From an optimization exercise on the open Yosys and OpenROAD flow, aimed at small area, a short achievable clock period and few clock cycles per item; shortcuts taken in it are not production practice. RTL that was checked went through simulation tests only; none was proved equivalent to the original.

== before ==
// best_disp_select
module best_disp_select #(
    parameter int unsigned NPIX_LOG2 = 8
) (
    input  logic               clk,
    input  logic               rst,
    input  logic               frame_start,
    input  logic [10:0]        fsum,
    input  logic               valid,
    input  logic               last,
    input  logic [13:0]        g2sum,
    input  logic [10:0]        gsum,
    input  logic [13:0]        fg,
    input  logic [5:0]         place,
    output logic               busy,
    output logic [5:0]         best_place,
    output logic               best_valid,
    output logic               done,
    output logic               overrun
);
Size in the first run: roughly 3700 cells after synthesis, ~540 flip-flops, roughly 71 I/O pins, ~0.038 sq mm of cells after synthesis.
==> flow/config.mk <==
export PLATFORM = sky130hd
export DESIGN_NAME = best_disp_select
export DESIGN_NICKNAME = best_disp_select
export VERILOG_FILES = /design/flow/design.v
export SDC_FILE = /design/flow/constraint.sdc
export NUM_CORES = 4
export LEC_CHECK = 0
export CAP_MARGIN = 20
export CORE_MARGIN = 2
export CORE_UTILIZATION = 40
export SLEW_MARGIN = 20
==> flow/constraint.sdc <==
create_clock -name core_clock -period 12.0 [get_ports {clk}]
set_input_delay 2.4000 -clock core_clock [delete_from_list [all_inputs] [get_ports {clk}]]
set_output_delay 2.4000 -clock core_clock [all_outputs]
set_load 0.01 [all_outputs]
standard.sh (not shown) runs the stock make flow with config.mk's settings and CLKGATE_MAP_FILE= SYNTH_SCRIPT=/design/flow/synth_recipe.tcl, a recipe that flattens the netlist after the stock synthesis.
==> flow/flow/run.sh <==
#!/bin/bash
set -euo pipefail
bash standard.sh SETUP_SLACK_MARGIN=6.5 "CTS_ARGS=-sink_clustering_enable -repair_clock_nets -dont_use_dummy_load" finish > make.log 2>&1
Testbench counts of before, summed over its fixed seeds: cycles 10,366, items 9,296.
> inputs changed (before -> after)
--- a/flow/design.v
+++ b/flow/design.v
@@ -3616,48 +3616,46 @@
             r_bnum <= rf_num;
             r_bden <= rf_den;
             r_bk   <= w_k;
         end
         if (w_go && w_amb) begin
             s_num    <= rf_num;
             s_den    <= rf_den;
             s_place  <= rf_place;
             s_last   <= rf_last;
             s_k      <= w_k;
+        end
+        if (r_busy && w_fin && w_swin) begin
+            r_bnum <= s_num;
+            r_bden <= s_den;
+            r_bk   <= s_k;
+        end
+        if (!r_busy) begin
             s_cnt    <= '0;
             s_pb     <= r_bden[0];
             s_qb     <= rf_den[0];
             s_pl     <= 1'b0;
             s_ql     <= 1'b0;
             s_p      <= '0;
             s_q      <= '0;
             s_z      <= '0;
             s_sticky <= 1'b0;
-        end
-        if (r_busy) begin
-            if (w_fin) begin
-                if (w_swin) begin
-                    r_bnum <= s_num;
-                    r_bden <= s_den;
-                    r_bk   <= s_k;
-                end
-            end else begin
-                s_cnt    <= w_cnt1;
-                s_pb     <= w_pbit;
-                s_qb     <= w_qbit;
-                s_pl     <= w_p1[0];
-                s_ql     <= w_q1[0];
-                s_p      <= w_p1[22:1];
-                s_q      <= w_q1[22:1];
-                s_z      <= w_z1[23:1];
-                s_sticky <= s_sticky | w_z1[0];
-            end
+        end else begin
+            s_cnt    <= w_cnt1;
+            s_pb     <= w_pbit;
+            s_qb     <= w_qbit;
+            s_pl     <= w_p1[0];
+            s_ql     <= w_q1[0];
+            s_p      <= w_p1[22:1];
+            s_q      <= w_q1[22:1];
+            s_z      <= w_z1[23:1];
+            s_sticky <= s_sticky | w_z1[0];
         end
     end
     assign busy       = r_busy;
     assign best_place = r_bplace;
     assign best_valid = r_bvalid;
     assign done       = r_done;
     assign overrun    = r_overrun;
 endmodule
 module bds_norm (
     input  logic [21:0]   v,
==> run summary <==
- after ended with less final non-filler cell total than before.
- In after relative to before, multi-input gate count had gone down slightly.
- Die boundary width: after and before compared, lower one is after
- Relative to before, relative slew slack has gone up in after.
- Final setup slack of the worst path down 0.17 ns in after wrt before
- before -> after: global-route wire length before repair decreased by a few percent
- For the sequential share of layout area, after came in 1.7 points higher than before did.
- Compared with before, after shows final area that has gone down slightly.
- Combined area of the multi-input logic cells, after and before: larger value in before
For after, only the layout was checked, not whether the RTL still works.

-- what the ideal ports hide --
Ports are ideal in the flow. The routed layouts listed here were re-timed in OpenROAD.
Step 1 assumes that a clkbuf_16 drives the clock port and a buf_2 every other input.
Step 2 also shifts input and output timing later by t, the mid clock arrival at the registers, as if the neighbouring blocks saw the same clock.
Three values: ideal ports, drivers, drivers and shift; two values: the first two.
| run | t, ns | slack for setup (ns) | hold WS [ns] | worst data-port slew with drivers (ns) |
|---|---|---|---|---|
| before | 0.647 | 6.701 / 6.701 / 6.701 | 0.390 / 0.390 / 0.390 | 0.06 |
| after | 0.694 | 6.535 / 6.535 / 6.535 | 0.416 / 0.416 / 0.416 | 0.05 |
After both steps setup and hold are still met in every run listed.
